This design comes from an exercise in tuning for small area on the open sky130 flow, not from production work. At most, simulation tests tie the RTL to the original design; equivalence was not proved. For run 3, only the layout was checked, not whether the RTL still works. Power and IR drop assume default switching activity.

==> design/flow/design.v <==
`timescale 1ns/1ns
`default_nettype none
package simdPkg;
    typedef enum logic [6-1:0] {
        opAddRegH = 6'd0, opAddRegO, opAddRegQ,
        opAddImmH = 6'd3, opAddImmO, opAddImmQ,
        opSubRegH = 6'd6, opSubRegO, opSubRegQ,
        opSubImmH = 6'd9, opSubImmO, opSubImmQ,
        opMulRegH = 6'd12, opMulRegO, opMulRegQ,
        opMulImmH = 6'd15, opMulImmO, opMulImmQ,
        opAndH = 6'd27, opAndO, opAndQ,
        opOrH = 6'd30, opOrO, opOrQ,
        opNotH = 6'd33, opNotO, opNotQ,
        opLoadH = 6'd38, opLoadO, opLoadQ,
        opStoreH = 6'd41, opStoreO, opStoreQ,
        opSetH = 6'd44, opSetO, opSetQ,
        opHalt = 6'd63
    } opcodeT;
    typedef enum logic [1:0] {laneH, laneO, laneQ} laneModeT;
    typedef enum logic [2:0] {aluAdd, aluSub, aluMul, aluAnd, aluOr, aluNot, aluSet} aluOpT;
    typedef enum logic [2:0] {classAlu, classLoad, classStore, classHalt, classNop} instrClassT;
    typedef enum logic [2:0] {
        stIdle, stFetch, stDecode, stExecute, stMemory, stWriteBack, stHalt
    } coreStateT;
    typedef logic [$clog2(4)-1:0] regIdxT;
    typedef struct packed {
        instrClassT instrClass;
        aluOpT aluOp;
        laneModeT mode;
        regIdxT srcA;
        regIdxT srcB;
        regIdxT dest;
        logic writesReg;
        logic useImm;                           
        logic [16-1:0] immValue;
    } decodedInstT;
    typedef struct packed {
        logic [10-1:0] addr;
        logic write;
        logic [16-1:0] wdata;
    } memReqT;
endpackage
`default_nettype wire
`timescale 1ns/1ns
`timescale 1ns/1ns
`timescale 1ns/1ns
`timescale 1ns/1ns
`timescale 1ns/1ns
`default_nettype none
module simdCore (
    input wire clk,
    input wire rst,
    input wire [18-1:0] instr,
    input wire ack,
    input wire [16-1:0] rdata,
    output logic [10-1:0] instrAddr,
    output logic req,
    output logic [10+16:0] memReq,
    output logic done
);
    localparam logic [1:0] sClr = 2'd0;        
    localparam logic [1:0] sRun = 2'd1;        
    localparam logic [1:0] sMem = 2'd2;        
    localparam logic [1:0] sDone = 2'd3;
    logic [1:0] state;
    logic [3:0] k;                              
    logic [3:0] cnt;                            
    logic [9:0] pc;
    logic memDone;
    assign memDone = !cnt[3];
    logic [15:0] rf [0:11];                     
    logic [15:0] t;
    logic prevB;                                
    logic [1:0] dig;                            
    logic [1:0] cur;                            
    logic [2:0] carry;                          
    logic inClr, inRun, inMem;
    assign inClr = (state == sClr);
    assign inRun = (state == sRun);
    assign inMem = (state == sMem);
    logic [5:0] op;
    logic [3:0] dsum;
    logic [1:0] mode;                           
    logic isHalt, isMem, isStore, isLoad, isMul, wr1;
    logic isArith, isSub, isSet, isNot, isOr;
    logic useImm, selR0, selR3;
    assign op = instr[17:12];
    assign dsum = {2'b0, op[1:0]} + {2'b0, op[3:2]} + {2'b0, op[5:4]}
                + {3'b0, op[5] & (op[3] | op[2])};
    always_comb
    begin
        case (dsum)
            4'd0, 4'd3, 4'd6, 4'd9: mode = 2'd0;
            4'd1, 4'd4, 4'd7, 4'd10: mode = 2'd1;
            default: mode = 2'd2;
        endcase
    end
    assign isHalt = &op;                                                       
    assign isMem = op[5] & ~op[4] & ((~op[3] & op[2] & op[1]) | (op[3] & ~op[2]));     
    assign isStore = op[5] & ~op[4] & op[3] & ~op[2] & (op[1] | op[0]);       
    assign isLoad = isMem & ~isStore;
    assign isMul = ~op[5] & ((~op[4] & op[3] & op[2]) | (op[4] & ~op[3] & ~op[2] & ~op[1]));    
    assign isArith = ~op[5] & ~op[4] & ~(op[3] & op[2]);                       
    assign isSet = op[5] & ~op[4] & op[3] & op[2] & ~(op[1] & op[0]);          
    assign wr1 = isArith | isSet
               | (~op[5] & op[4] & op[3] & (op[2] | (op[1] & op[0])))
               | (op[5] & ~op[4] & ~op[3] & ~op[2]);
    assign isSub = op[3] | (op[2] & op[1]);                                    
    assign isNot = op[5] & (op[1] | op[0]);                                    
    assign isOr = op[5] | (op[2] & op[1]);                                     
    assign useImm = op[5] ? op[3] : (~(op[4] & op[3]) & (op[0] ^ mode[0]));
    assign selR0 = useImm | isMem;
    assign selR3 = op[5] & ~op[3] & ~op[2] & (op[1] | op[0]);                 
    logic [1:0] ai;                             
    logic [1:0] bi;                             
    assign ai = selR0 ? instr[11:10] : (selR3 ? instr[1:0] : instr[3:2]);
    assign bi = instr[1:0];
    logic laneStart;                            
    logic immBit;
    logic immLo, immMid, immHi;
    always_comb
    begin
        case (mode)
            2'd1:
            begin
                laneStart = (k[2:0] == 3'd0);
            end
            2'd2:
            begin
                laneStart = (k[1:0] == 2'd0);
            end
            default:
            begin
                laneStart = (k == 4'd0);
            end
        endcase
    end
    assign immLo = instr[k[1:0]];
    assign immMid = instr[4 + k[1:0]];
    assign immHi = instr[8 + k[0]];
    always_comb
    begin
        if (mode[1])
            immBit = immLo;
        else if (!mode[0] && k[3])
            immBit = (k[2:1] == 2'd0) ? immHi : 1'b0;
        else
            immBit = k[2] ? immMid : immLo;
    end
    logic [2:0] aBank, bBank;
    logic aBit, bBit, bOp;
    logic [3:0] bankOut;
    always_comb
    begin
        for (int r = 0; r < 4; r++)
            case (mode)
                2'd1: bankOut[r] = rf[4 + r][0];
                2'd2: bankOut[r] = rf[8 + r][0];
                default: bankOut[r] = rf[r][0];
            endcase
        aBit = bankOut[ai];
        bBit = bankOut[bi];
    end
    assign bOp = useImm ? immBit : bBit;
    logic [2:0] di;
    logic mulPre, mulWin, mulFirst, mulLast;
    logic [3:0] cntDec;
    logic capNow;
    logic [1:0] digNext;
    logic [3:0] mSum;
    assign di = cnt[2:0];
    assign mulPre = cnt[3];
    assign cntDec = cnt - 4'd1;
    assign capNow = k[0] && (k[3:1] == cntDec[2:0]);
    assign digNext = capNow ? {bOp, prevB} : dig;
    always_comb
    begin
        case (mode)
            2'd1:
            begin
                mulWin = (k[3] == di[2]);
                mulFirst = (di[1:0] == 2'd3);
                mulLast = (di[1:0] == 2'd0);
            end
            2'd2:
            begin
                mulWin = (k[3:2] == di[2:1]);
                mulFirst = di[0];
                mulLast = ~di[0];
            end
            default:
            begin
                mulWin = 1'b1;
                mulFirst = (di == 3'd7);
                mulLast = (di == 3'd0);
            end
        endcase
    end
    assign mSum = {1'b0, laneStart ? 3'b0 : carry}
                + {1'b0, !mulFirst && t[0], cur[1] && aBit, cur[0] && aBit};
    logic bAdd;
    logic cIn;
    logic [1:0] aSum;
    assign bAdd = isSub ? ~bOp : bOp;
    assign cIn = laneStart ? isSub : carry[0];
    assign aSum = {1'b0, aBit} + {1'b0, bAdd} + {1'b0, cIn};
    logic res;
    logic wen;
    always_comb
    begin
        if (isArith)
            res = aSum[0];
        else if (isMul)
            res = mSum[0];
        else if (isLoad)
            res = t[0];
        else if (isSet)
            res = bOp;
        else if (isNot)
            res = ~aBit;
        else if (isOr)
            res = aBit | bOp;
        else
            res = aBit & bOp;
    end
    assign wen = inRun && (wr1 || (isMul && !mulPre && mulWin && mulLast) || (isLoad && memDone));
    logic [2:0] wBank;
    logic [3:0] wReg;
    logic wBit;
    always_comb
    begin
        for (int b = 0; b < 3; b++)
            wBank[b] = inClr || (wen && (mode == 2'(b)));
        for (int r = 0; r < 4; r++)
            wReg[r] = inClr || (ai == 2'(r));
    end
    assign wBit = res && !inClr;
    always_ff @(posedge clk)
    begin
        for (int n = 0; n < 12; n++)
        begin
            if (wBank[n / 4] && wReg[n % 4])
                rf[n] <= {wBit, rf[n][15:1]};
            else
                rf[n] <= {rf[n][0], rf[n][15:1]};
        end
    end
    logic tIn, tLoad, tShift, tHold;
    assign tIn = isMul ? (mulWin ? mSum[0] : t[0]) : aBit;
    assign tLoad = inMem && req && ack && !isStore;
    assign tShift = !inMem;
    assign tHold = inMem && !(req && ack && !isStore);
    always_ff @(posedge clk)
    begin
        t <= ({16{tShift}} & {tIn, t[15:1]}) | ({16{tLoad}} & rdata) | ({16{tHold}} & t);
        prevB <= bOp;
        dig <= digNext;
        if (k == 4'd15)
            cur <= digNext;
        carry <= isMul ? mSum[3:1] : {2'b0, aSum[1]};
    end
    logic [9:0] pcInc;
    logic [10:0] pcCarry;
    logic pcStep;
    always_comb
    begin
        pcCarry[0] = pcStep;
        for (int i = 0; i < 10; i++)
        begin
            pcInc[i] = pc[i] ^ pcCarry[i];
            pcCarry[i + 1] = pc[i] & pcCarry[i];
        end
    end
    assign pcStep = inRun && !isHalt && (k == 4'd15) && !((isMem && !memDone) || (isMul && cnt != 4'd0));
    always_ff @(posedge clk)
    begin
        if (rst)
            pc <= '0;
        else
            pc <= pcInc;
    end
    always_ff @(posedge clk)
    begin
        if (rst)
        begin
            state <= sClr;
            k <= 4'd0;
            cnt <= 4'd8;
            req <= 1'b0;
        end
        else
        begin
            k <= k + 4'd1;
            case (state)
                sClr: if (k == 4'd15) state <= sRun;
                sRun:
                begin
                    if (isHalt)
                        state <= sDone;
                    else if (k == 4'd15)
                    begin
                        if (isMem && !memDone)
                            state <= sMem;
                        else if (isMul && cnt != 4'd0)
                            cnt <= cntDec;
                        else
                        begin
                            cnt <= 4'd8;
                        end
                    end
                end
                sMem:
                begin
                    if (!memDone)
                    begin
                        if (!req && !ack)
                            req <= 1'b1;         
                        if (req && ack)
                        begin
                            req <= 1'b0;
                            cnt <= 4'd0;
                        end
                    end
                    else if (k == 4'd15)
                        state <= sRun;
                end
                default: ;                       
            endcase
        end
    end
    assign instrAddr = pc;
    assign done = (state == sDone);
    assign memReq = {instr[9:0], isStore, t};
endmodule
`default_nettype wire
==> design/flow/flow/run.sh <==
#!/bin/bash
# The standard layout (standard.sh) with these changes in how it is made:
#  - synthesis maps all logic, adders included, with ABC and an area-oriented
#    script: a copy of the ORFS scripts folder where abc_area.script is
#    flow/abc_area.script (ABC_AREA is 1 in config.mk) and synth.tcl skips
#    the full/half adder extraction; the registers are mapped as before,
#  - the port buffers are the smallest buffer cell (every port still gets one),
#  - clock tree synthesis uses clkbuf_8 in clusters of 20 and adds no dummy loads.
set -euo pipefail
here=$(pwd)
rm -rf "$here/scripts_area"
cp -r "$FLOW_HOME/scripts" "$here/scripts_area"
cp "$here/flow/abc_area.script" "$here/scripts_area/abc_area.script"
python3 "$here/flow/skip_adders.py" "$here/scripts_area/synth.tcl" > "$here/skip_adders.log" 2>&1
export SCRIPTS_DIR="$here/scripts_area"
export BUFFER_PORTS_ARGS="-buffer_cell sky130_fd_sc_hd__buf_1"
export CTS_ARGS="-sink_clustering_enable -repair_clock_nets -dont_use_dummy_load -buf_list {sky130_fd_sc_hd__clkbuf_8} -sink_clustering_size 20 -sink_clustering_max_diameter 60"
bash standard.sh finish > "$here/standard_flow.log" 2>&1
==> design/flow/flow/abc_area.script <==
strash
&get -n
&deepsyn -J 5 -S 7
&put
dch -f
amap
topo
==> design/flow/flow/skip_adders.py <==
# Removes the full/half adder extraction and mapping from ORFS's synth.tcl,
# so that ABC maps that logic with the rest.
import sys
path = sys.argv[1]
text = open(path).read()
start = text.index("  # extract the full adders")
end = text.index("  dont_use_after_adder_step", start)
text = text[:start] + "  # adder extraction skipped: ABC maps the adders\n" + text[end:]
open(path, "w").write(text)
print("skipped adder extraction in", path)
==> design/flow/standard.sh <==
#!/bin/bash
# synth_recipe.tcl (not shown) runs the flow's synth.tcl, then flattens the netlist and writes it again
# the make line also repeats each setting of config.mk as NAME=value (left out here)
make -C /OpenROAD-flow-scripts/flow DESIGN_CONFIG=/design/flow/config.mk WORK_HOME=/design/flow/orfs CLKGATE_MAP_FILE= SYNTH_SCRIPT=/design/flow/synth_recipe.tcl "${@:-finish}"
==> design/flow/config.mk <==
export PLATFORM = sky130hd
export DESIGN_NAME = simdCore
export DESIGN_NICKNAME = simdCore
export VERILOG_FILES = /design/flow/design.v
export SDC_FILE = /design/flow/constraint.sdc
export NUM_CORES = 4
export LEC_CHECK = 0
export ABC_AREA = 1
export CAP_MARGIN = 20
export CORE_MARGIN = 2
export CORE_UTILIZATION = 40
export SLEW_MARGIN = 20
==> design/flow/constraint.sdc <==
create_clock -name core_clock -period 8.0 [get_ports {clk}]
set_input_delay 1.6000 -clock core_clock [delete_from_list [all_inputs] [get_ports {clk}]]
set_output_delay 1.6000 -clock core_clock [all_outputs]
set_load 0.01 [all_outputs]
==> summary.txt, run 1 <==
* Status: no timing/DRC/antenna violations
* Clock buffer count from CTS at 17
* Final min period at 6.76 ns
* Final Skew at 0.0654 ns
* Synth unique cells at 36
* Fmax at 0.148 GHz
* Sequential power share at 66.7%
* Die width at 132 um
* DP Wirelength at 9.00 mm
* CP most frequent cell: clkinv_1
* Clock power share at 28.6%
* Vias per cell at 4.84
* Power Internal at 1.41 mW
* Clk Latency, worst-skew pair at 0.51 ns
* Post-route design area at 0.00726 mm^2
* Worst r2r src: rf[2][0]$_DFF_P_
* Port Buffers at 75
* Hold path start: rf[1][13]$_DFF_P_
* Core area at 0.0159 mm^2
* Die area at 0.0174 mm^2
* Logic pwr share at 4.7%
* CTS tree: done
* Synth Net Count at 610
* Total number of vias at 4225
* Largest net degree at the start of global routing at 21
* Drt first pass iters at 7
* Final Max Slew Viols at 0
* Antenna Cells at 0
* Register area share after synthesis at 72.9%
* Type of the worst setup path: input pin to flop
* Placed cells at 856
* Layout cells sized above 1 at 3.04%
* Worst-case clock buffer depth at 3
* Crit path DAT at 7.05 ns
* DRT iter0 DRCs at 304
* Max cap viols at 0
* Clk slew on worst S/H paths at 0.11 ns
* Final worst path period share at 84.5%
* Routed WL at 12.4 mm
* Chip height at 132 um
* Pwr Density at 247 mW/mm^2
* RSZ-0062 raised after global routing: no
* Initial antenna violation count at 0
* Grt ovf at 0
* Synth Register Bits at 237
* Top Ports at 76
* Worst VDD drop at 0.000183 V
* Switching Fraction at 21.3%
* Critical path cell sequence: buf_1 -> clkinv_1 -> o32ai_1 -> clkinv_1 -> o221ai_1 -> clkinv_1 -> nand2_1 -> a31oi_1 -> nor2_1 -> clkinv_1 -> o22ai_1 -> nor3_1 -> nor4_1 -> buf_4 -> clkinv_1 -> nor2_1 -> o22ai_1 -> and2_0 -> o311a_1 -> o31a_1 -> o221ai_1 -> a21oi_1
* Critical Path Sink Type: flop
* Rel. slew slack at 33.7%
* Placed cell areas at 0.00703 mm^2
* Gate Count Post-Synth at 573
* # DRC at 0
* Total Power at 1.79 mW
* Layout area overhead at 11.1%
* CTS Hold Bufs at 0
* Root Buffer: clkbuf_8
* Measured slew at the worst slew-check pin at 0.995 ns
* First-pass GRT wire length at 20.1 mm
* Commonest non-fill, non-tap cells in the layout: dfxtp_1 (235), nor2_1 (81), buf_1 (75), clkinv_1 (59), a21oi_1 (30)
* Req. time, crit path at 8.29 ns
* Final std cells w/o fill at 873
* Pleak at 2.73 nW
* Critical path origin: instr[13]
* NetSw at 0.382 mW
* Crit-path slowest cell: o221ai_1
* Critical Path Source Type: input pin
* WL/cell at 14.2 um
* Cell row count at 46
* Hold Fails Final Rpt at 0
* CP top delay family: compound AO/OA/AOI/OAI gates
* Starting Density at 41.0%
* Number of gates resized after CTS at 0
* Number of H-tree levels at 1
* Mapped cell area at 0.00654 mm^2
* Clock sink count at 237
* Final ANT Viol Nets at 0
* Worst-path fanout max at 12
* Mean post-synth cell area at 11.4 um^2
* Final nets at 696
* Yosys warnings at 2
* # setup viols final at 0
* Vias in the first global route at 3996
* CP max stage delay at 0.79 ns
* Commonest non-fill, non-tap cell in the layout: dfxtp_1
* Setup repair bufs after CTS at 0
* Total track usage at 14.2%
* TNS Setup at 0 ns
* Worst hold path class: flop to flop
* Buf/Inv on CP at 7
* Placer's final routability congestion estimate at 0.858
metal layers:
metal / vias up / GRT usage [%] / share of wire, %
li1: 2118 / - / -
met1: 1950 / 21.2 / 52
met2: 134 / 20.6 / 40
met3: 23 / 2.96 / 5.8
met4: 0 / 4.41 / 1.4
met5: - / 0 / 0
registers in the layout (all words and copies together) (netlist names):
signal  flops
carry       3
dig         2
state       2
req         1
pc         10
t          16
k           4
prevB       1
cur         2
rf        192
cnt         4
power by group through the flow:
stage	clock network, mW	registers [mW]	logic [mW]
floorplan	0	1.22	0.0548
global placement	0	1.22	0.0831
detailed placement	0	1.22	0.0831
CTS	0.539	1.19	0.0835
global route	0.580	1.20	0.0950
finish	0.513	1.19	0.0841
final cells by class:
class / instances / area [um^2]
Timing Repair Buffer: 78 / 304
Multi-Input combinational cell: 266 / 1470
Tap cell: 216 / 270
Clock buffer: 17 / 234
Inverter: 59 / 221
Sequential cell: 237 / 4760
Fill cell: 1512 / 8680
per-stage QoR:
step / setup slack [ns] / utilization (%) / hold WS, ns
final: 1.24 / 45.5 / 0.300
after global routing: 0.583 / 45.5 / 0.305
after CTS: 1.29 / 45.5 / 0.296
after detailed placement: 0.816 / 44.1 / 0.312
after global placement: 0.993 / 44.1 / 0.310
after floorplan: 1.46 / - / 0.310
kinds of logic after synthesis:
logic type,after synthesis,share of synthesized area (%)
AOI/OAI and AO/OA,116,12.5
buffers and inverters,70,4.65
and+or+nand+nor,150,9.94
DFF,237,72.9
cells in the mapped netlist:
cell type | count | area, um^2
clkinv_1 | 59 | 221
a2111oi_0 | 1 | 8.76
a22oi_1 | 3 | 22.5
a22o_1 | 1 | 8.76
o41ai_1 | 1 | 8.76
nor4_1 | 1 | 6.26
nor3_1 | 23 | 115
a32oi_1 | 1 | 8.76
o21a_1 | 9 | 67.6
nor2b_1 | 3 | 18.8
a21oi_1 | 30 | 150
a221oi_1 | 1 | 8.76
or2_0 | 4 | 25.0
o311a_1 | 1 | 10.0
nand3_1 | 6 | 30.0
a211o_1 | 1 | 8.76
o21ai_0 | 16 | 80.1
dfxtp_1 | 235 | 4700
o22ai_1 | 8 | 50.1
and2_0 | 3 | 18.8
and3_1 | 8 | 50.1
o31a_1 | 2 | 17.5
nand2b_1 | 1 | 6.26
buf_4 | 11 | 82.6
a222oi_1 | 20 | 200
nand2_1 | 20 | 75.1
edfxtp_1 | 2 | 60.1
o32a_1 | 1 | 10.0
nor2_1 | 81 | 304
o221a_1 | 2 | 22.5
a221o_1 | 1 | 10.0
a211oi_1 | 4 | 30.0
o2111ai_1 | 1 | 8.76
o32ai_1 | 2 | 17.5
o221ai_1 | 2 | 17.5
a31oi_1 | 8 | 50.1
worst paths after layout:
kind | endpoint | slack (ns) | cells after the start
setup / recovery | rf[6][15]$_DFF_P_ | 1.24 | 22
setup reg to reg | rf[6][15]$_DFF_P_ | 4.23 | 12
hold / removal | rf[1][12]$_DFF_P_ | 0.30 | 0
hold reg to reg | rf[1][12]$_DFF_P_ | 0.30 | 0
==> inputs of run 2 (changes only) <==
--- a/design/flow/flow/run.sh
+++ b/design/flow/flow/run.sh
@@ -14,5 +14,5 @@
 python3 "$here/flow/skip_adders.py" "$here/scripts_area/synth.tcl" > "$here/skip_adders.log" 2>&1
 export SCRIPTS_DIR="$here/scripts_area"
 export BUFFER_PORTS_ARGS="-buffer_cell sky130_fd_sc_hd__buf_1"
-export CTS_ARGS="-sink_clustering_enable -repair_clock_nets -dont_use_dummy_load -buf_list {sky130_fd_sc_hd__clkbuf_8} -sink_clustering_size 20 -sink_clustering_max_diameter 60"
+export CTS_ARGS="-sink_clustering_enable -repair_clock_nets -dont_use_dummy_load -buf_list {sky130_fd_sc_hd__clkbuf_4 sky130_fd_sc_hd__clkbuf_8} -sink_clustering_size 20 -sink_clustering_max_diameter 60"
 bash standard.sh finish > "$here/standard_flow.log" 2>&1
==> run 2 against run 1 <==
Still clean on timing, DRC and antenna. Power is the same. Synthesized cell count is the same. Global-route usage is the same. Routed wire length is the same. Critical path type unchanged. Cell count is the same. Register-to-register slack is essentially flat. Non-clock buffer count is the same. Sequential cell count is the same. Worst hold slack is the same.
==> summary.txt, run 2 <==
* Status: no timing/DRC/antenna violations
* Commonest non-fill, non-tap cells in the layout: dfxtp_1 (235), nor2_1 (81), buf_1 (75), clkinv_1 (59), a21oi_1 (30)
* Area leader, netlist: dfxtp_1
* Die area at 0.0174 mm^2
* Largest register FFs at 192
* Chip height at 132 um
* Metal-1 WL at 6.46 mm
* TNS Setup at 0 ns
* Mapped cell area at 0.00654 mm^2
* DP Wirelength at 9.00 mm
* DR top layer: met4
* Die width at 132 um
* Top cells by area in the synthesized netlist: dfxtp_1 (72%), nor2_1 (4.7%), clkinv_1 (3.4%)
* Register area share after synthesis at 72.9%
* Worst-path fanout max at 12
* Req. time, crit path at 8.29 ns
* WL met2 at 5.00 mm
* Met3 wire length at 718 um
* Crit path DAT at 7.05 ns
* Root Buffer: clkbuf_8
* Pleak at 2.73 nW
* Total number of vias at 4225
* Commonest non-fill, non-tap cell in the layout: dfxtp_1
* Mean post-synth cell area at 11.4 um^2
* Final ANT Viol Nets at 0
* CTS tree: done
* Worst-case clock buffer depth at 3
* Synth unique cells at 36
* Worst hold path class: flop to flop
* WL/cell at 14.2 um
* First-pass GRT wire length at 20.1 mm
* Core area at 0.0159 mm^2
* Type of the worst setup path: input pin to flop
* Final std cells w/o fill at 873
* # setup viols final at 0
* Final min period at 6.76 ns
* Top Ports at 76
* Post-synth ARST share at 0%
* Measured slew at the worst slew-check pin at 0.995 ns
* Vias per cell at 4.84
* Clock sink count at 237
* Max cap viols at 0
* Setup repair bufs after CTS at 0
* Synth top area share at 72.0%
* Rel. slew slack at 33.7%
* Post-synth EDFFs at 2
* Multi-input gate area at 0.00147 mm^2
* Place WS at 0.816 ns
* Worst VDD drop at 0.000183 V
* # fillers at 1512
* Post-route worst setup slack at 1.24 ns
* FF+latch area at 0.00476 mm^2
* Final nets at 696
* Number of gates resized after CTS at 0
* # DRC at 0
* Starting Density at 41.0%
* Hold Fails Final Rpt at 0
* Routed WL at 12.4 mm
* Placed cells at 856
* Placer's final routability congestion estimate at 0.858
* Synth Net Count at 610
* Critical Path Source Type: input pin
* Gate Count Post-Synth at 573
* Synth Register Bits at 237
* Largest net degree at the start of global routing at 21
* RSZ-0062 raised after global routing: no
* Fmax at 0.148 GHz
* Grt ovf at 0
* Total Power at 1.79 mW
* Pwr Density at 247 mW/mm^2
* Layout cells sized above 1 at 3.04%
* Initial antenna violation count at 0
* Total track usage at 14.2%
* Yosys warnings at 2
* Critical Path Sink Type: flop
* Top flop regs: rf (192), t (16), pc (10)
* Final Skew at 0.0654 ns
* Drt first pass iters at 7
* Clk Latency, worst-skew pair at 0.51 ns
* Largest reg by FF count: rf
* CTS Hold Bufs at 0
* Antenna Cells at 0
* Layout area overhead at 11.1%
* Final Max Slew Viols at 0
* Number of H-tree levels at 1
* Port Buffers at 75
* Cell row count at 46
* Top-count cell post-synth: dfxtp_1
* Clock buffer count from CTS at 17
* DRT iter0 DRCs at 304
* Clk slew on worst S/H paths at 0.11 ns
* Vias in the first global route at 3996
* Final worst path period share at 84.5%
* Post-synth top flop: dfxtp_1
* Top post-synthesis cells by count: dfxtp_1 (235), nor2_1 (81), clkinv_1 (59), a21oi_1 (30), nor3_1 (23)
[run 2: routing by layer]
| layer | vias to the layer above | GRT usage (%) |
|---|---|---|
| met1 | 1950 | 21.2 |
| met4 | 0 | 4.41 |
| met5 | - | 0 |
| met2 | 134 | 20.6 |
| met3 | 23 | 2.96 |
| li1 | 2118 | - |
[run 2: final cells by class]
class                      instances  area share, %
sequential                       237           65.6
multi-input combinational        266           20.2
timing repair buffer              78           4.19
tap                              216           3.72
clock buffer                      17           3.22
inverter                          59           3.05
[run 2: worst max-delay path: stages]
cell and delay [ns]:
buf_1 0.14, clkinv_1 0.19, o32ai_1 0.40, clkinv_1 0.14, o221ai_1 0.79, clkinv_1 0.23
nand2_1 0.12, a31oi_1 0.15, nor2_1 0.24, clkinv_1 0.12, o22ai_1 0.39, nor3_1 0.11
nor4_1 0.27, buf_4 0.20, clkinv_1 0.13, nor2_1 0.16, o22ai_1 0.11, and2_0 0.18
o311a_1 0.28, o31a_1 0.23, o221ai_1 0.72, a21oi_1 0.14
[run 2: cell families (layout without fill, tap and decap cells)]
kind of cell	Yosys count	after routing	share of synthesized area (%)
AO/OA/AOI/OAI	116	116	12.5
buffers and inverters	70	154	4.65
AND/OR/NAND/NOR	150	150	9.94
flip-flops	237	237	72.9
[run 2: worst paths after layout]
kind	cells past startpoint	start	to	slack, ns
worst max-delay path	22	instr[13]	rf[6][15]$_DFF_P_	1.24
worst min-delay path	0	rf[1][13]$_DFF_P_	rf[1][12]$_DFF_P_	0.30
worst max register to register	12	rf[2][0]$_DFF_P_	rf[6][15]$_DFF_P_	4.23
worst min register to register	0	rf[1][13]$_DFF_P_	rf[1][12]$_DFF_P_	0.30
[run 2: metrics by stage]
stage / instance area [um^2] / utilization (%) / hold WS (ns)
CTS: 7260 / 45.5 / 0.296
global route: 7260 / 45.5 / 0.305
detailed placement: 7030 / 44.1 / 0.312
finish: 7260 / 45.5 / 0.300
global placement: 7030 / 44.1 / 0.310
floorplan: 6540 / - / 0.310
[run 2: power breakdown]
group          internal (mW)  switching [mW]  leakage, nW
registers               1.19         0.00617         1.91
clock network          0.192           0.320        0.122
logic                 0.0283          0.0558        0.698
total                   1.41           0.382         2.73
==> inputs of run 3 (changes only) <==
--- a/design/flow/design.v
+++ b/design/flow/design.v
@@ -163,11 +163,10 @@
     end
     assign bOp = useImm ? immBit : bBit;
     logic [2:0] di;
-    logic mulPre, mulWin, mulFirst, mulLast;
+    logic mulPre, mulWin, mulLast;
     logic [3:0] cntDec;
     logic capNow;
     logic [1:0] digNext;
-    logic [3:0] mSum;
     assign di = cnt[2:0];
     assign mulPre = cnt[3];
     assign cntDec = cnt - 4'd1;
@@ -179,39 +178,35 @@
             2'd1:
             begin
                 mulWin = (k[3] == di[2]);
-                mulFirst = (di[1:0] == 2'd3);
                 mulLast = (di[1:0] == 2'd0);
             end
             2'd2:
             begin
                 mulWin = (k[3:2] == di[2:1]);
-                mulFirst = di[0];
                 mulLast = ~di[0];
             end
             default:
             begin
                 mulWin = 1'b1;
-                mulFirst = (di == 3'd7);
                 mulLast = (di == 3'd0);
             end
         endcase
     end
-    assign mSum = {1'b0, laneStart ? 3'b0 : carry}
-                + {1'b0, !mulFirst && t[0], cur[1] && aBit, cur[0] && aBit};
-    logic bAdd;
-    logic cIn;
-    logic [1:0] aSum;
-    assign bAdd = isSub ? ~bOp : bOp;
-    assign cIn = laneStart ? isSub : carry[0];
-    assign aSum = {1'b0, aBit} + {1'b0, bAdd} + {1'b0, cIn};
+    logic [3:0] sum;
+    logic [2:0] pend;
+    logic u0, v0, u1, u2;
+    assign pend = laneStart ? {2'b0, isSub && !isMul} : carry;
+    assign u0 = aBit && (!isMul || cur[0]);
+    assign v0 = !isMul && (bOp ^ isSub);
+    assign u1 = isMul && cur[1] && aBit;
+    assign u2 = isMul && t[0];
+    assign sum = {1'b0, pend} + {3'b0, u0} + {3'b0, v0} + {2'b0, u1, 1'b0} + {1'b0, u2, 2'b0};
     logic res;
     logic wen;
     always_comb
     begin
-        if (isArith)
-            res = aSum[0];
-        else if (isMul)
-            res = mSum[0];
+        if (isArith || isMul)
+            res = sum[0];
         else if (isLoad)
             res = t[0];
         else if (isSet)
@@ -246,7 +241,7 @@
         end
     end
     logic tIn, tLoad, tShift, tHold;
-    assign tIn = isMul ? (mulWin ? mSum[0] : t[0]) : aBit;
+    assign tIn = isMul ? (!mulPre && (mulWin ? sum[0] : t[0])) : aBit;
     assign tLoad = inMem && req && ack && !isStore;
     assign tShift = !inMem;
     assign tHold = inMem && !(req && ack && !isStore);
@@ -257,7 +252,7 @@
         dig <= digNext;
         if (k == 4'd15)
             cur <= digNext;
-        carry <= isMul ? mSum[3:1] : {2'b0, aSum[1]};
+        carry <= sum[3:1];
     end
     logic [9:0] pcInc;
     logic [10:0] pcCarry;
--- a/design/flow/flow/run.sh
+++ b/design/flow/flow/run.sh
@@ -14,5 +14,5 @@
 python3 "$here/flow/skip_adders.py" "$here/scripts_area/synth.tcl" > "$here/skip_adders.log" 2>&1
 export SCRIPTS_DIR="$here/scripts_area"
 export BUFFER_PORTS_ARGS="-buffer_cell sky130_fd_sc_hd__buf_1"
-export CTS_ARGS="-sink_clustering_enable -repair_clock_nets -dont_use_dummy_load -buf_list {sky130_fd_sc_hd__clkbuf_4 sky130_fd_sc_hd__clkbuf_8} -sink_clustering_size 20 -sink_clustering_max_diameter 60"
+export CTS_ARGS="-sink_clustering_enable -repair_clock_nets -dont_use_dummy_load -buf_list {sky130_fd_sc_hd__clkbuf_8} -sink_clustering_size 20 -sink_clustering_max_diameter 60"
 bash standard.sh finish > "$here/standard_flow.log" 2>&1
==> run 3 against run 2 <==
Still clean. Maximum frequency is 2.0% lower. Power is 9.2% higher. Count of clock-buffer cells in the layout stayed put. Utilization is 0.10 points higher. Non-clock buffer count is 2 lower. Routed wire length is 2.3% lower. Worst hold slack better by 0.0091 ns. Highest routed layer unchanged.
==> summary.txt, run 3 <==
* Synth Net Count at 610
* Critical path origin: instr[17]
* Post-synthesis compound-gate area fraction at 13.7%
* First-pass GRT wire length at 19.7 mm
* Critical Path Sink Type: flop
* Cell row count at 46
* Req. time, crit path at 8.38 ns
* Clock sink count at 237
* # fillers at 1530
* Vias in the first global route at 4017
* Met3 wire length at 675 um
* Rel. slew slack at 32.8%
* Worst-case clock buffer depth at 3
* Max cap viols at 0
* Port Buffers at 75
* Final worst path period share at 86.2%
* Post-synth EDFFs at 2
* DRT iter0 DRCs at 260
* Chip height at 132 um
* Register area share after synthesis at 72.6%
* Critical Path Source Type: input pin
* Post-synth top flop: dfxtp_1
* Die width at 132 um
* Commonest non-fill, non-tap cell in the layout: dfxtp_1
* Crit path to: rf[5][15]$_DFF_P_
* Placed cells at 854
* Synth Area in XOR/XNOR at 0%
* WL/cell at 13.9 um
* Die area at 0.0175 mm^2
* RSZ-0062 raised after global routing: no
* WL met2 at 5.32 mm
* Final min period at 6.89 ns
* Starting Density at 41.2%
* Reg2reg setup slack at 4.50 ns
* Final Max Slew Viols at 0
* Number of gates resized after CTS at 0
* Synth top area share at 71.7%
* Worst r2r src: k[0]$_SDFF_PP0_
* Fmax at 0.145 GHz
* Initial antenna violation count at 0
* Top cells by area in the synthesized netlist: dfxtp_1 (72%), nor2_1 (4.5%), clkinv_1 (3.4%)
* Mean post-synth cell area at 11.5 um^2
* Setup repair bufs after CTS at 0
* Top-count cell post-synth: dfxtp_1
* Layout cells sized above 1 at 2.75%
* Simple-gate area share of the yosys netlist at 9.05%
* Worst VDD drop at 0.000186 V
* Clk Latency, worst-skew pair at 0.50 ns
* Largest family of logic cells by synthesized area: compound AO/OA/AOI/OAI gates
* Final nets at 694
* Grt ovf at 0
* TNS Setup at 0 ns
* Clock buffer count from CTS at 17
* Synth Register Bits at 237
* Largest reg by FF count: rf
* Final std cells w/o fill at 871
* Mux cell area share after synthesis at 0%
* DR top layer: met4
* # setup viols final at 0
* Commonest non-fill, non-tap cells in the layout: dfxtp_1 (235), nor2_1 (78), buf_1 (75), clkinv_1 (59), o21ai_0 (26)
* Multi-input gate area at 0.00150 mm^2
* Worst hold path class: flop to flop
* Number of H-tree levels at 1
* Top post-synthesis cells by count: dfxtp_1 (235), nor2_1 (78), clkinv_1 (59), o21ai_0 (26), nand2_1 (25)
* Top Ports at 76
* Final ANT Viol Nets at 0
* Vias per cell at 4.87
* Post-synth ARST share at 0%
* Cells on worst reg2reg path at 12
* Antenna Cells at 0
* Routed WL at 12.1 mm
* Total track usage at 13.6%
* DP Wirelength at 8.68 mm
* Worst-path fanout max at 12
* Measured slew at the worst slew-check pin at 1.01 ns
* R2r endpoint: pc[9]$_SDFF_PP0_
* CTS Hold Bufs at 0
* Mapped cell area at 0.00657 mm^2
* Drt first pass iters at 4
* CTS tree: done
* Root Buffer: clkbuf_8
* Yosys warnings at 2
* Synth unique cells at 33
* Clk slew on worst S/H paths at 0.10 ns
* Layout area overhead at 10.8%
* Pleak at 2.70 nW
* Final Skew at 0.0617 ns
* Gate Count Post-Synth at 573
* Core area at 0.0159 mm^2
* Placer's final routability congestion estimate at 0.865
* Hold Fails Final Rpt at 0
* Largest net degree at the start of global routing at 21
* FF+latch area at 0.00476 mm^2
* Crit path DAT at 7.27 ns
* Pwr Density at 269 mW/mm^2
* Total number of vias at 4246
* Post-Synth Adder-Cell Area at 0%
* Type of the worst setup path: input pin to flop
* Metal-1 WL at 5.71 mm
* Top flop regs: rf (192), t (16), pc (10)
* Largest register FFs at 192
* Area leader, netlist: dfxtp_1
* Status: no timing/DRC/antenna violations
* # DRC at 0
[run 3: kinds of logic after synthesis]
| group | Yosys count |
|---|---|
| flip-flops | 237 |
| buffers and inverters | 70 |
| AO/OA/AOI/OAI | 126 |
| AND/OR/NAND/NOR | 140 |
[run 3: where the power goes]
part	switching (mW)	internal, mW	total (mW)
registers	0.0279	1.22	1.25
logic	0.124	0.0700	0.194
clock network	0.323	0.192	0.515
[run 3: critical path, stage by stage]
cell	delay [ns]
buf_1	0.23
clkinv_1	0.17
nor2_1	0.27
o22ai_1	0.16
a21oi_1	0.16
a31oi_1	0.09
o21ai_0	0.23
o21ai_0	0.13
or2_0	0.27
nand2_1	0.10
o221ai_1	0.26
clkinv_1	0.24
nand2_1	0.08
a31oi_1	0.32
nand2_1	0.15
o21ai_0	0.55
nor3_1	0.15
nor4_1	0.53
clkinv_1	0.23
o21ai_0	0.15
and2_0	0.18
nor2_1	0.07
nand2_1	0.06
o21ai_0	0.13
o211a_1	0.40
o32a_1	0.34
[run 3: final cells by class]
| type | instances | share of cell area (%) |
|---|---|---|
| tap | 216 | 3.71 |
| clock buffer | 17 | 3.22 |
| timing repair buffer | 76 | 3.97 |
| inverter | 59 | 3.04 |
| sequential | 237 | 65.5 |
| multi-input combinational | 266 | 20.6 |
[run 3: stage by stage]
step           hold WS, ns  setup slack [ns]  cell area, um^2  utilization (%)  power (mW)
2_1_floorplan        0.310              2.22             6570                -        1.40
3_3_place_gp         0.310             0.756             7040             44.2        1.46
3_5_place_dp         0.312             0.664             7040             44.2        1.47
4_1_cts              0.315              1.18             7280             45.6        1.98
5_1_grt              0.313             0.381             7280             45.6        2.06
6_report             0.309              1.11             7280             45.6        1.96
[run 3: worst min-delay path by stage]
stage                                   from                end  depth (start not counted)
after floorplan             rf[0][1]$_DFF_P_   rf[0][0]$_DFF_P_                          0
after global placement      rf[7][3]$_DFF_P_   rf[7][2]$_DFF_P_                          0
final                       rf[2][6]$_DFF_P_   rf[2][5]$_DFF_P_                          0
after CTS                  rf[7][14]$_DFF_P_  rf[7][13]$_DFF_P_                          0
after global routing        rf[7][6]$_DFF_P_   rf[7][5]$_DFF_P_                          0
after detailed placement  rf[11][10]$_DFF_P_  rf[11][9]$_DFF_P_                          0
[run 3: routing by layer]
metal | up-vias | global-route usage, %
met3 | 24 | 2.88
met2 | 119 | 22.0
met5 | - | 0
met1 | 1961 | 18.1
li1 | 2142 | -
met4 | 0 | 5.01
==> inputs of run 4 (changes only) <==
--- a/design/flow/design.v
+++ b/design/flow/design.v
@@ -163,7 +163,7 @@
     end
     assign bOp = useImm ? immBit : bBit;
     logic [2:0] di;
-    logic mulPre, mulWin, mulLast;
+    logic mulPre, mulWin, mulFirst, mulLast;
     logic [3:0] cntDec;
     logic capNow;
     logic [1:0] digNext;
@@ -178,16 +178,19 @@
             2'd1:
             begin
                 mulWin = (k[3] == di[2]);
+                mulFirst = (di[1:0] == 2'd3);
                 mulLast = (di[1:0] == 2'd0);
             end
             2'd2:
             begin
                 mulWin = (k[3:2] == di[2:1]);
+                mulFirst = di[0];
                 mulLast = ~di[0];
             end
             default:
             begin
                 mulWin = 1'b1;
+                mulFirst = (di == 3'd7);
                 mulLast = (di == 3'd0);
             end
         endcase
@@ -199,7 +202,7 @@
     assign u0 = aBit && (!isMul || cur[0]);
     assign v0 = !isMul && (bOp ^ isSub);
     assign u1 = isMul && cur[1] && aBit;
-    assign u2 = isMul && t[0];
+    assign u2 = isMul && !mulFirst && t[0];
     assign sum = {1'b0, pend} + {3'b0, u0} + {3'b0, v0} + {2'b0, u1, 1'b0} + {1'b0, u2, 2'b0};
     logic res;
     logic wen;
@@ -241,7 +244,7 @@
         end
     end
     logic tIn, tLoad, tShift, tHold;
-    assign tIn = isMul ? (!mulPre && (mulWin ? sum[0] : t[0])) : aBit;
+    assign tIn = isMul ? (mulWin ? sum[0] : t[0]) : aBit;
     assign tLoad = inMem && req && ack && !isStore;
     assign tShift = !inMem;
     assign tHold = inMem && !(req && ack && !isStore);
==> run 4 against run 3 <==
Clock skew is 0.019 ns lower. Still clean on timing, DRC and antenna. Clock power is 3% lower. Register-to-register slack better by 0.08 ns. First-iteration DRC count is 12% higher. Cell area is 0.81% lower. Utilization is 0.20 points lower. Highest routed layer unchanged. Critical path type unchanged.
==> summary.txt, run 4 <==
* Die width at 131 um
* Hold path start: rf[5][2]$_DFF_P_
* Drt first pass iters at 6
* DRT iter0 DRCs at 292
* Starting Density at 40.9%
* Cell row count at 46
* Pleak at 2.73 nW
* Top-count cell post-synth: dfxtp_1
* Fmax at 0.151 GHz
* Post-synth EDFFs at 2
* Final Skew at 0.0429 ns
* # setup viols final at 0
* TNS Setup at 0 ns
* Critical Path Sink Type: flop
* Commonest non-fill, non-tap cells in the layout: dfxtp_1 (235), nor2_1 (88), buf_1 (75), clkinv_1 (61), a21oi_1 (33)
* Measured slew at the worst slew-check pin at 1.10 ns
* Chip height at 131 um
* Number of gates resized after CTS at 0
* WL/cell at 13.8 um
* Layout area overhead at 11.1%
* CTS Hold Bufs at 0
* Area leader, netlist: dfxtp_1
* Final nets at 696
* Final worst path period share at 83.0%
* Total number of vias at 4178
* Crit path DAT at 7.06 ns
* Vias per cell at 4.79
* Top Ports at 76
* Post-synth top flop: dfxtp_1
* Top cells by area in the synthesized netlist: dfxtp_1 (72%), nor2_1 (5.1%), clkinv_1 (3.5%)
* Synth Register Bits at 237
* Routed WL at 12.1 mm
* Hold Path End: rf[5][1]$_DFF_P_
* Mean post-synth cell area at 11.3 um^2
* Top flop regs: rf (192), t (16), pc (10)
* Status: no timing/DRC/antenna violations
* Max cap viols at 0
* Type of the worst setup path: input pin to flop
* Synth top area share at 72.4%
* Pwr Density at 250 mW/mm^2
* Register area share after synthesis at 73.3%
* Worst VDD drop at 0.000167 V
* Worst-case clock buffer depth at 3
* Hold Fails Final Rpt at 0
* RSZ-0062 raised after global routing: no
* Grt ovf at 0
* Worst hold path class: flop to flop
* Antenna Cells at 0
* Final ANT Viol Nets at 0
* Rel. slew slack at 26.6%
* Final Max Slew Viols at 0
* # DRC at 0
* Worst-path fanout max at 12
* Worst r2r src: k[0]$_SDFF_PP0_
* Die area at 0.0173 mm^2
* Synth Net Count at 610
* First-pass GRT wire length at 19.4 mm
* Yosys warnings at 2
* Cells on worst reg2reg path at 16
* Critical path origin: instr[13]
* WHS at 0.312 ns
* Clock sink count at 237
* Top post-synthesis cells by count: dfxtp_1 (235), nor2_1 (88), clkinv_1 (61), a21oi_1 (33), o21ai_0 (24)
* Critical Path Source Type: input pin
* Layout cells sized above 1 at 3.04%
* # fillers at 1501
* Root Buffer: clkbuf_8
* Final min period at 6.64 ns
* Clk Latency, worst-skew pair at 0.50 ns
* Core Util, Final at 45.4%
* Req. time, crit path at 8.41 ns
* Placer's final routability congestion estimate at 0.917
* Commonest non-fill, non-tap cell in the layout: dfxtp_1
* Largest net degree at the start of global routing at 21
* Synth unique cells at 36
* Mapped cell area at 0.00650 mm^2
* Gate Count Post-Synth at 573
* Largest reg by FF count: rf
* Core area at 0.0159 mm^2
* Post-synth ARST share at 0%
* Hold path depth at 0
* Vias in the first global route at 4023
* Clock buffer count from CTS at 16
* Port Buffers at 75
* DP Wirelength at 8.70 mm
* Initial antenna violation count at 0
* Largest register FFs at 192
* Setup repair bufs after CTS at 0
* R2r endpoint: pc[9]$_SDFF_PP0_
* Reg2reg setup slack at 4.58 ns
* CTS tree: done
* Clk slew on worst S/H paths at 0.10 ns
* Total track usage at 13.8%
* Number of H-tree levels at 1
[run 4: cell count changes in the layout (fill, tap and decap cells not counted), sizes merged, moves of 5 or more]
| cell | delta |
|---|---|
| a21oi | +13 |
| o32a | -11 |
| nor2 | +10 |
| a222oi | +7 |
| nand2 | -6 |
| o221ai | -6 |
| a22oi | -5 |
| o22ai | -5 |
[run 4: final cells by class]
class / instances / area, um^2 / area share, %
multi-input combinational: 264 / 1420 / 19.7
tap: 216 / 270 / 3.74
clock buffer: 16 / 220 / 3.05
timing repair buffer: 79 / 312 / 4.32
inverter: 61 / 229 / 3.17
sequential: 237 / 4760 / 66.0
[run 4: per-stage QoR]
| step | worst slack [ns] | total power, mW | cells | area [um^2] |
|---|---|---|---|---|
| floorplan | 1.98 | 1.29 | 573 | 6500 |
| global placement | 1.03 | 1.33 | 857 | 7000 |
| detailed placement | 0.922 | 1.33 | 857 | 7000 |
| CTS | 1.43 | 1.83 | 873 | 7220 |
| global route | 0.622 | 1.88 | 873 | 7220 |
| finish | 1.36 | 1.80 | 873 | 7220 |
[run 4: per-layer routing]
| metal | global-route usage (%) | vias up | wire length (um) |
|---|---|---|---|
| met4 | 5.25 | 0 | 344 |
| li1 | - | 2105 | - |
| met1 | 17.6 | 1961 | 5550 |
| met3 | 2.97 | 25 | 546 |
| met5 | 0 | - | 0 |
| met2 | 22.9 | 87 | 5630 |
[run 4: cell families (layout without fill, tap and decap cells)]
group / Yosys count / after routing / share of synthesized area (%)
AO/OA/AOI/OAI: 115 / 115 / 12.1
AND/OR/NAND/NOR: 149 / 149 / 9.82
buffers and inverters: 72 / 156 / 4.79
flip-flops: 237 / 237 / 73.3
[run 4: critical path, cell delays in order]
cell and delay (ns):
buf_1 0.17, clkinv_1 0.16, nor2b_1 0.23, o32a_1 0.22, nor2_1 0.07, a222oi_1 0.26
buf_4 0.20, clkinv_1 0.14, nor2_1 0.13, buf_4 0.17, o21ai_0 0.16, o32ai_1 0.58
nor2_1 0.17, o22ai_1 0.40, nor3_1 0.10, nor4_1 0.59, clkinv_1 0.26, a21oi_1 0.16
o21bai_1 0.14, a211oi_1 0.10, o311ai_0 0.31, o211ai_1 0.45, a21oi_1 0.27
[run 4: worst max path at each step]
stage | slack (ns) | end | depth (start not counted)
after floorplan | 1.98 | carry[1]$_DFF_P_ | 23
after global placement | 1.03 | rf[11][15]$_DFF_P_ | 23
after detailed placement | 0.92 | rf[11][15]$_DFF_P_ | 23
after CTS | 1.43 | rf[10][15]$_DFF_P_ | 23
after global routing | 0.62 | rf[1][15]$_DFF_P_ | 22
final | 1.36 | rf[10][15]$_DFF_P_ | 23
[run 4: power by group]
| group | switching (mW) | total, mW | internal, mW |
|---|---|---|---|
| clock | 0.318 | 0.499 | 0.182 |
| sequential | 0.00855 | 1.20 | 1.19 |
| combinational | 0.0657 | 0.101 | 0.0351 |
==> inputs of run 5 (changes only) <==
--- a/design/flow/design.v
+++ b/design/flow/design.v
@@ -70,7 +70,6 @@
     assign memDone = !cnt[3];
     logic [15:0] rf [0:11];                     
     logic [15:0] t;
-    logic prevB;                                
     logic [1:0] dig;                            
     logic [1:0] cur;                            
     logic [2:0] carry;                          
@@ -165,13 +164,15 @@
     logic [2:0] di;
     logic mulPre, mulWin, mulFirst, mulLast;
     logic [3:0] cntDec;
-    logic capNow;
+    logic capAt, capLo, capHi;
     logic [1:0] digNext;
     assign di = cnt[2:0];
     assign mulPre = cnt[3];
     assign cntDec = cnt - 4'd1;
-    assign capNow = k[0] && (k[3:1] == cntDec[2:0]);
-    assign digNext = capNow ? {bOp, prevB} : dig;
+    assign capAt = (k[3:1] == cntDec[2:0]);    
+    assign capLo = capAt && !k[0];
+    assign capHi = capAt && k[0];
+    assign digNext = {capHi ? bOp : dig[1], capLo ? bOp : dig[0]};
     always_comb
     begin
         case (mode)
@@ -251,7 +252,6 @@
     always_ff @(posedge clk)
     begin
         t <= ({16{tShift}} & {tIn, t[15:1]}) | ({16{tLoad}} & rdata) | ({16{tHold}} & t);
-        prevB <= bOp;
         dig <= digNext;
         if (k == 4'd15)
             cur <= digNext;
==> run 5 against run 4 <==
Sequential share of layout area up 0.58 points. Cell area down 1.3%. Largest cell class unchanged. Highest routed layer unchanged. Non-clock buffer count is 3 lower. Largest power group unchanged. Power is 0.25% lower. Die area is 1.3% lower.
==> summary.txt, run 5 <==
* Cell row count at 46
* Chip height at 131 um
* Mapped cell area at 0.00641 mm^2
* Largest register FFs at 192
* Starting Density at 40.7%
* TNS Setup at 0 ns
* Logic pwr share at 5.3%
* Place WS at 0.744 ns
* # DRC at 0
* Top post-synthesis cells by count: dfxtp_1 (234), nor2_1 (93), clkinv_1 (54), a21oi_1 (33), nor3_1 (26)
* Post-synth ARST share at 0%
* CTS Hold Bufs at 0
* Fmax at 0.147 GHz
* Synth unique cells at 35
* Clock sink count at 236
* Final nets at 681
* Pleak at 2.67 nW
* Commonest non-fill, non-tap cell in the layout: dfxtp_1
* Clock buffer count from CTS at 17
* Gate Count Post-Synth at 560
* CP max stage delay at 0.86 ns
* First-pass GRT wire length at 18.8 mm
* Clk Latency, worst-skew pair at 0.50 ns
* Worst r2r src: k[1]$_SDFF_PP0_
* Worst VDD drop at 0.000199 V
* Crit-path slowest cell: nor4_1
* Total number of vias at 4137
* Mean post-synth cell area at 11.5 um^2
* Hold Fails Final Rpt at 0
* Total Power at 1.80 mW
* Core area at 0.0158 mm^2
* Top flop regs: rf (192), t (16), pc (10)
* Final ANT Viol Nets at 0
* Clk slew on worst S/H paths at 0.10 ns
* Synth Register Bits at 236
* Crit path to: rf[4][15]$_DFF_P_
* Synth Net Count at 597
* Setup repair bufs after CTS at 0
* Post-route worst setup slack at 1.20 ns
* Reg2reg setup slack at 4.17 ns
* Req. time, crit path at 8.34 ns
* Number of H-tree levels at 1
* WHS at 0.243 ns
* Synth top area share at 73.0%
* Crit path DAT at 7.14 ns
* Layout area overhead at 11.1%
* Power Internal at 1.41 mW
* R2r endpoint: rf[4][15]$_DFF_P_
* Type of the worst setup path: input pin to flop
* NetSw at 0.387 mW
* DRT iter0 DRCs at 307
* Critical path origin: instr[16]
* Placer's final routability congestion estimate at 0.843
* Worst-case clock buffer depth at 3
* Pwr Density at 252 mW/mm^2
* Final min period at 6.80 ns
* Total track usage at 14.0%
* WL/cell at 13.9 um
* Top-count cell post-synth: dfxtp_1
* Vias in the first global route at 3837
* Post-synth top flop: dfxtp_1
* Die area at 0.0171 mm^2
* Antenna Cells at 0
* Cells on worst reg2reg path at 16
* Max cap viols at 0
* Layout cells sized above 1 at 2.80%
* Final worst path period share at 84.9%
* Root Buffer: clkbuf_8
* DP Wirelength at 8.47 mm
* Top cells by area in the synthesized netlist: dfxtp_1 (73%), nor2_1 (5.4%), clkinv_1 (3.2%)
* Final Max Slew Viols at 0
* Critical Path Source Type: input pin
* Largest net degree at the start of global routing at 21
* Register area share after synthesis at 74.0%
* Status: no timing/DRC/antenna violations
* Post-synth EDFFs at 2
* Largest reg by FF count: rf
* Die width at 131 um
* RSZ-0062 raised after global routing: no
* Number of gates resized after CTS at 0
* Worst-path fanout max at 12
* Final Skew at 0.0802 ns
* Critical path cell sequence: buf_1 -> clkinv_1 -> o22ai_1 -> o221ai_1 -> o221ai_1 -> o22ai_1 -> a22oi_1 -> clkinv_1 -> nor2_1 -> clkinv_1 -> o22ai_1 -> nor3_1 -> nor4_1 -> o21a_1 -> nor2_1 -> a211oi_1 -> nor2_1 -> o221ai_1 -> a21oi_1
* CTS tree: done
* Top Ports at 76
* Vias per cell at 4.82
* Drt first pass iters at 7
* Measured slew at the worst slew-check pin at 1.04 ns
* Worst hold path class: flop to flop
* Switching Fraction at 21.5%
* Port Buffers at 75
* Clock power share at 28.2%
* Sequential power share at 66.5%
* Yosys warnings at 2
* Initial antenna violation count at 0
* Critical Path Sink Type: flop
* Commonest non-fill, non-tap cells in the layout: dfxtp_1 (234), nor2_1 (93), buf_1 (75), clkinv_1 (54), a21oi_1 (33)
* # fillers at 1501
* Routed WL at 11.9 mm
* Grt ovf at 0
* # setup viols final at 0
* Rel. slew slack at 30.7%
* Area leader, netlist: dfxtp_1
==> run 5: power by group through the flow <==
stage	Clock, mW	Sequential (mW)	Combinational [mW]
global placement	0	1.22	0.0917
floorplan	0	1.22	0.0618
detailed placement	0	1.22	0.0939
CTS	0.536	1.20	0.0944
finish	0.508	1.20	0.0949
global route	0.577	1.20	0.107
==> run 5: cell type report <==
cell class	count	area (um^2)	share of cell area, %
Multi-Input combinational cell	259	1390	19.4
Clock buffer	17	234	3.28
Tap cell	216	270	3.79
Inverter	54	203	2.84
Timing Repair Buffer	76	289	4.06
Sequential cell	236	4740	66.6
==> run 5: worst min-delay path by stage <==
stage	to	slack, ns	cells after the start	startpoint
global route	rf[2][10]$_DFF_P_	0.23	0	rf[2][11]$_DFF_P_
global placement	rf[8][2]$_DFF_P_	0.31	0	rf[8][3]$_DFF_P_
finish	rf[2][10]$_DFF_P_	0.24	0	rf[2][11]$_DFF_P_
CTS	rf[2][10]$_DFF_P_	0.24	0	rf[2][11]$_DFF_P_
floorplan	rf[0][0]$_DFF_P_	0.31	0	rf[0][1]$_DFF_P_
detailed placement	rf[1][0]$_DFF_P_	0.31	0	rf[1][1]$_DFF_P_
==> run 5: per-stage QoR <==
stage          std cells  area [um^2]  utilization (%)
2_1_floorplan        560         6410                -
3_3_place_gp         841         6890             43.7
3_5_place_dp         841         6890             43.7
4_1_cts              858         7130             45.2
5_1_grt              858         7130             45.2
6_report             858         7130             45.2
==> run 5: kinds of logic after synthesis <==
kind of cell	synth area share (%)
AOI/OAI and AO/OA	11.7
buffers and inverters	4.45
DFF	74.0
and+or+nand+nor	9.91
==> run 5: worst max-delay path, delay by kind of cell <==
family | cells | cell delay [ns]
buf+inv | 4 | 0.76
compound gates | 10 | 3.50
simple gates | 5 | 1.27
==> run 5: metal layers <==
| metal | share of wire, % | GRT usage [%] |
|---|---|---|
| met1 | 48 | 19.3 |
| met2 | 44 | 22.0 |
| met3 | 5.1 | 2.77 |
| met4 | 3.0 | 5.01 |
| met5 | 0 | 0 |

-- separate check: timing with driven ports --
The flow's constraints put no driver on any port. The routed layouts listed below were extracted and timed again, unchanged, in two steps. Step 1 assumes that a clkbuf_16 drives the clock port and a buf_2 every other input. Step 2 adds t to the input delays and takes it off the output delays; t is the mean of the earliest and latest rising clock arrival at the registers after step 1. Input paths then give back, and output paths get back, about the clock's delay inside the block. Three values: no drivers, after step 1, after step 2; two values: the first two.
run	shift t [ns]	setup slack, ns	latest minus earliest clock arrival (ns)	worst slew at a driven data input, ns
run 1	0.510	1.243 / 1.238 / 0.727	0.066 / 0.065	0.04
run 2	0.510	1.243 / 1.238 / 0.727	0.066 / 0.065	0.04
run 3	0.497	1.106 / 1.106 / 0.609	0.062 / 0.062	0.04
run 4	0.516	1.358 / 1.368 / 0.852	0.043 / 0.043	0.04
run 5	0.492	1.205 / 1.207 / 0.715	0.082 / 0.082	0.04
After both steps every run listed still meets setup and hold.
